What follows belongs to an exercise in optimizing a design on an open flow for small area, a short achievable clock period and few clock cycles per item; a production flow would make more cautious choices.
Only simulation tests tie the RTL to the original design; equivalence was not proved.

Setup of old:
Design lut_interp_ctrl, start of the top module:
module lut_interp_ctrl #(
    parameter int DATA_WIDTH = lut_interp_pkg::DEF_DATA_WIDTH,
    parameter int NUM_POINTS = lut_interp_pkg::DEF_NUM_POINTS,
    localparam int ADDR_W    = $clog2(NUM_POINTS)
) (
    input  logic                  clk,
    input  logic                  rst_n,
    input  logic                  cfg_we,
    input  logic [ADDR_W-1:0]     cfg_addr,
    input  logic [DATA_WIDTH-1:0] cfg_x,
    input  logic [DATA_WIDTH-1:0] cfg_y,
    output logic                  cfg_busy,
    input  logic                  in_valid,
    output logic                  in_ready,
    input  logic [DATA_WIDTH-1:0] in_x,
    output logic                  out_valid,
    input  logic                  out_ready,
    output logic [DATA_WIDTH-1:0] out_y,
    output logic                  out_clamped
);
Size: roughly 4700 cells after synthesis, about 520 flip-flops.
export LEC_CHECK = 0
export ABC_AREA = 1
export CAP_MARGIN = 20
export CORE_MARGIN = 2
export CORE_UTILIZATION = 65
export CTS_CLUSTER_DIAMETER = 80
export CTS_CLUSTER_SIZE = 24
export SLEW_MARGIN = 20
create_clock -name core_clock -period 110.0 [get_ports {clk}]
standard.sh (not shown) runs the stock make flow with config.mk's settings and CLKGATE_MAP_FILE= SYNTH_SCRIPT=/design/flow/synth_recipe.tcl, a recipe that flattens the netlist after the stock synthesis.
==> flow/flow/run.sh <==
#!/bin/bash
# Layout flow: the standard ORFS flow, unchanged except that the port
# buffers ORFS inserts at placement are sky130_fd_sc_hd__buf_2 cells
# instead of the ones buffer_ports picks by default (clkdlybuf4s50_1, a
# delay cell). Every input and output port still gets its own buffer.
set -euo pipefail
export BUFFER_PORTS_ARGS="-buffer_cell sky130_fd_sc_hd__buf_2"
bash standard.sh > standard_flow.log 2>&1
old completed end to end with timing, DRC and antenna clean.
Testbench counts of old, summed over its fixed seeds: cycles 3,264, items 3,200.
For new, these inputs were changed with respect to old:
Settings: changing CORE_UTILIZATION from 65 to 55.
### Flow results
Compared with old, new shows global-route usage lower by 4.5 points. For the weighted congestion at the end of routability-driven global placement, new came in 3.2% lower than old did. Wire length of the first global-routing pass: new > old.

## the baseline
Another version of the RTL of lut_interp_ctrl (not shown whole).
Size in the first run: ~5,000 cells after synthesis, ~520 flip-flops, roughly 76 I/O pins, about 45,000 um2 of cells after synthesis.
## lut_interp_ctrl
module lut_interp_ctrl #(
    parameter int DATA_WIDTH = lut_interp_pkg::DEF_DATA_WIDTH,
    parameter int NUM_POINTS = lut_interp_pkg::DEF_NUM_POINTS,
    localparam int ADDR_W    = $clog2(NUM_POINTS)
) (
    input  logic                  clk,
    input  logic                  rst_n,
    input  logic                  cfg_we,
    input  logic [ADDR_W-1:0]     cfg_addr,
    input  logic [DATA_WIDTH-1:0] cfg_x,
    input  logic [DATA_WIDTH-1:0] cfg_y,
    output logic                  cfg_busy,
    input  logic                  in_valid,
    output logic                  in_ready,
    input  logic [DATA_WIDTH-1:0] in_x,
    output logic                  out_valid,
    input  logic                  out_ready,
    output logic [DATA_WIDTH-1:0] out_y,
    output logic                  out_clamped
);
==> flow/config.mk <==
export PLATFORM = sky130hd
export DESIGN_NAME = lut_interp_ctrl
export DESIGN_NICKNAME = lut_interp_ctrl
export VERILOG_FILES = /design/flow/design.v
export SDC_FILE = /design/flow/constraint.sdc
export NUM_CORES = 4
export LEC_CHECK = 0
export ABC_AREA = 1
export CAP_MARGIN = 20
export CORE_MARGIN = 2
export CORE_UTILIZATION = 40
export CTS_CLUSTER_DIAMETER = 80
export CTS_CLUSTER_SIZE = 28
export SLEW_MARGIN = 20
==> flow/constraint.sdc <==
create_clock -name core_clock -period 110.0 [get_ports {clk}]
set_input_delay 22.0000 -clock core_clock [delete_from_list [all_inputs] [get_ports {clk}]]
set_output_delay 22.0000 -clock core_clock [all_outputs]
set_load 0.01 [all_outputs]
run.sh (not shown) runs the stock make flow with config.mk's settings and CLKGATE_MAP_FILE= SYNTH_SCRIPT=/design/flow/synth_recipe.tcl, a recipe that flattens the netlist after the stock synthesis.
Stock flow here: none of the scripts above is used.
Testbench counts of the baseline, summed over its fixed seeds: cycles 3,264, items 3,200.
### the baseline -> the candidate
Settings: removing CTS_CLUSTER_SIZE (formerly 28); removing CTS_CLUSTER_DIAMETER (formerly 80).
--- outcome ---
- From the baseline to the candidate the numbers moved as follows: met2 layer wire length in the routed design picked up an extra about 1.1%; relative slew slack moved up.
- Diff the baseline -> the candidate: design area has increased, transition at the pin with the smallest max-transition slack has decreased.
- Going from the baseline to the candidate, worst reg-to-reg path cell count grows by 6.
- Non-filler instance count after layout: the candidate vs the baseline up 50
- Filler cell count is higher on the baseline

static timing again, ports no longer ideal:
Ports are ideal in the flow. The routed layouts listed here were re-timed in OpenROAD. Step 1, drivers: a clkbuf_16 drives clk and a buf_2 each remaining input, both assumed. Step 2 adds t to the input delays and takes it off the output delays; t is the mean of the earliest and latest rising clock arrival at the registers after step 1. Input paths then give back, and output paths get back, about the clock's delay inside the block. Slacks: ideal / step 1 / step 2; pairs: ideal / step 1.
run	t (ns)	setup slack, ns	latest minus earliest clock arrival (ns)	slew at the worst register clock pin (ns)	worst data-port slew with drivers (ns)
old	0.689	86.754 / 86.688 / 86.585	0.108 / 0.108	0.10 / 0.10	0.03
new	0.643	86.854 / 86.790 / 86.666	0.052 / 0.051	0.10 / 0.10	0.03
the baseline	0.748	86.233 / 86.162 / 86.514	0.057 / 0.057	0.12 / 0.12	0.03
the candidate	0.720	86.307 / 86.233 / 86.488	0.065 / 0.065	0.07 / 0.07	0.03
After both steps setup and hold are still met in every run listed. For new, which loses most, drivers alone change the setup slack by -0.064 ns; drivers and shift together by -0.188 ns.
